This design comes from an exercise in tuning for small area on the open sky130 flow, not from production work. In this exercise RTL edits were held to simulation tests only and were not proved equivalent to the original. No activity file was given, so power comes from the tool's default toggle rates.

==> flow/design.v (excerpt) <==
module reg_file_mp #(
    parameter int XLEN     = 32,
    parameter int NREGS    = 32,
    parameter int NREAD    = 2,
    parameter int ZERO_REG = 1,
    parameter int BYPASS   = 1,
    parameter int RD_LAT   = 0
) (
    input  logic                      clk,
    input  logic                      rst_n,
    input  logic [NREAD*$clog2(NREGS)-1:0] rs_addr,
    output logic [NREAD*XLEN-1:0]     rs_data,
    output logic [NREAD-1:0]          rs_busy,
    input  logic                      wr_en,
    input  logic [$clog2(NREGS)-1:0]  wr_addr,
    input  logic [XLEN-1:0]           wr_data,
    input  logic                      issue_en,
    input  logic [$clog2(NREGS)-1:0]  issue_rd,
    output logic [$clog2(NREGS):0]    busy_cnt
);
export LEC_CHECK = 0
export ABC_AREA = 0
export CAP_MARGIN = 20
export CORE_MARGIN = 2
export CORE_UTILIZATION = 40
export SLEW_MARGIN = 20
export SYNTH_HIERARCHICAL = 1
export SYNTH_MINIMUM_KEEP_SIZE = 0
create_clock -name core_clock -period 7.5 [get_ports {clk}]
standard.sh (not shown) runs the stock make flow with config.mk's settings and CLKGATE_MAP_FILE= SYNTH_SCRIPT=/design/flow/synth_recipe.tcl, a recipe that flattens the netlist after the stock synthesis.
==> flow/flow/run.sh <==
#!/bin/bash
set -euo pipefail
bash standard.sh \
  "BUFFER_PORTS_ARGS=-buffer_cell sky130_fd_sc_hd__buf_2" \
  "CTS_ARGS=-sink_clustering_enable -repair_clock_nets -buf_list sky130_fd_sc_hd__clkbuf_16 -dont_use_dummy_load -sink_clustering_size 24 -sink_clustering_max_diameter 80" \
  finish > standard_sh.log 2>&1
The baseline completed without violations.
==> next run, changes <==
Settings changed: SETUP_SLACK_MARGIN from default to 0.3.
What happened:
- The changed run completed without violations
- clock skew does not change
- core utilization barely changes
- first-iteration DRC count shrinks slightly
- power grows slightly
==> next run, changes <==
==> flow/flow/run.sh (replaced) <==
#!/bin/bash
set -euo pipefail
bash standard.sh \
  "BUFFER_PORTS_ARGS=-buffer_cell sky130_fd_sc_hd__buf_1" \
  "CTS_ARGS=-sink_clustering_enable -repair_clock_nets -buf_list sky130_fd_sc_hd__clkbuf_16 -dont_use_dummy_load -sink_clustering_size 24 -sink_clustering_max_diameter 80" \
  finish > standard_sh.log 2>&1
Settings changed: SETUP_SLACK_MARGIN 0.3 to default.
After rerunning: The new run completed without violations; sequential power is about the same; hold slack is about the same; total power went down slightly; cell count is unchanged.

* * *

reg_file_mp, a different RTL version from the one above (not shown whole).
Size in the first run: roughly 3400 cells after synthesis, ~1100 flip-flops, ~130 I/O pins, ~41000 um2 of cells after synthesis.
Settings: LEC_CHECK=0, ABC_AREA=0, CAP_MARGIN=20, CORE_MARGIN=2, CORE_UTILIZATION=40, SLEW_MARGIN=20, SYNTH_HIERARCHICAL=1, SYNTH_MINIMUM_KEEP_SIZE=0; clock period 7.5 ns.
==> flow/flow/run.sh <==
#!/bin/bash
set -euo pipefail
bash standard.sh \
  "BUFFER_PORTS_ARGS=-buffer_cell sky130_fd_sc_hd__buf_1" \
  "CTS_ARGS=-sink_clustering_enable -repair_clock_nets -buf_list sky130_fd_sc_hd__clkbuf_16 -dont_use_dummy_load -sink_clustering_size 30 -sink_clustering_max_diameter 80" \
  finish > standard_sh.log 2>&1
The baseline completed without violations.
Rerun with:
==> flow/flow/run.sh (replaced) <==
#!/bin/bash
set -euo pipefail
bash standard.sh \
  "BUFFER_PORTS_ARGS=-buffer_cell sky130_fd_sc_hd__buf_1" \
  "CTS_ARGS=-sink_clustering_enable -repair_clock_nets -buf_list sky130_fd_sc_hd__clkbuf_16 -dont_use_dummy_load -sink_clustering_size 24 -sink_clustering_max_diameter 80" \
  finish > standard_sh.log 2>&1
Worst hold slack gains 0.0049 ns.
Flip-flop and latch count stays the same.
Routed wire length went up by 0.39%.
Power is higher by 1.3%.
Count of clock-buffer cells in the layout came out higher by 5.
Global-route usage stays flat.
Sequential power hardly moves.
Final area stays flat.
Rerun with:
==> flow/flow/run.sh (replaced) <==
#!/bin/bash
set -euo pipefail
bash standard.sh \
  "BUFFER_PORTS_ARGS=-buffer_cell sky130_fd_sc_hd__buf_1" \
  "CTS_ARGS=-sink_clustering_enable -repair_clock_nets -buf_list sky130_fd_sc_hd__clkbuf_16 -dont_use_dummy_load -sink_clustering_size 30 -sink_clustering_max_diameter 80" \
  finish > standard_sh.log 2>&1
--- a/flow/config.mk
+++ b/flow/config.mk
@@ -9,5 +9,5 @@
 export CAP_MARGIN = 20
 export CORE_MARGIN = 2
-export CORE_UTILIZATION = 40
+export CORE_UTILIZATION = 45
 export SLEW_MARGIN = 20
 export SYNTH_HIERARCHICAL = 1
What happened: The changed run ran to the end with no violations; die area is lower by roughly a tenth; combinational power is higher slightly; fmax is higher by a few percent; via count is higher slightly; cell area is lower slightly; clock skew is unchanged; non-clock buffer count is higher by 15.

==> port drivers added, routing unchanged <==
Ports are ideal in the flow. The routed layouts listed here were re-timed in OpenROAD. Step 1, drivers: a clkbuf_16 drives clk and a buf_2 each remaining input, both assumed. Step 2 moves the port delays by t, midway between the first and last clock arrival at a register: inputs arrive t later, outputs are due t later. That takes back most of the time a late clock gives input paths. Three values: no drivers, after step 1, after step 2; two values: the first two.
run	t, ns	setup slack, ns	worst setup path after step 2	worst register clock-pin slew, ns
the first run of note 1	0.723	0.363 / 0.295 / 0.565	input to output	0.11 / 0.11
the second run of note 1	0.724	0.496 / 0.428 / 0.580	input to output	0.11 / 0.11
the third run of note 1	0.722	0.333 / 0.265 / 0.621	input to output	0.10 / 0.10
the first run of note 2	0.736	0.540 / 0.515 / 0.515	input to output	0.12 / 0.12
the second run of note 2	0.739	0.519 / 0.494 / 0.494	input to output	0.11 / 0.11
the third run of note 2	0.711	0.659 / 0.632 / 0.632	input to output	0.12 / 0.12
After both steps setup and hold are still met in every run listed. For the third run of note 2, which loses most, drivers alone change the setup slack by -0.027 ns; drivers and shift together by -0.027 ns.
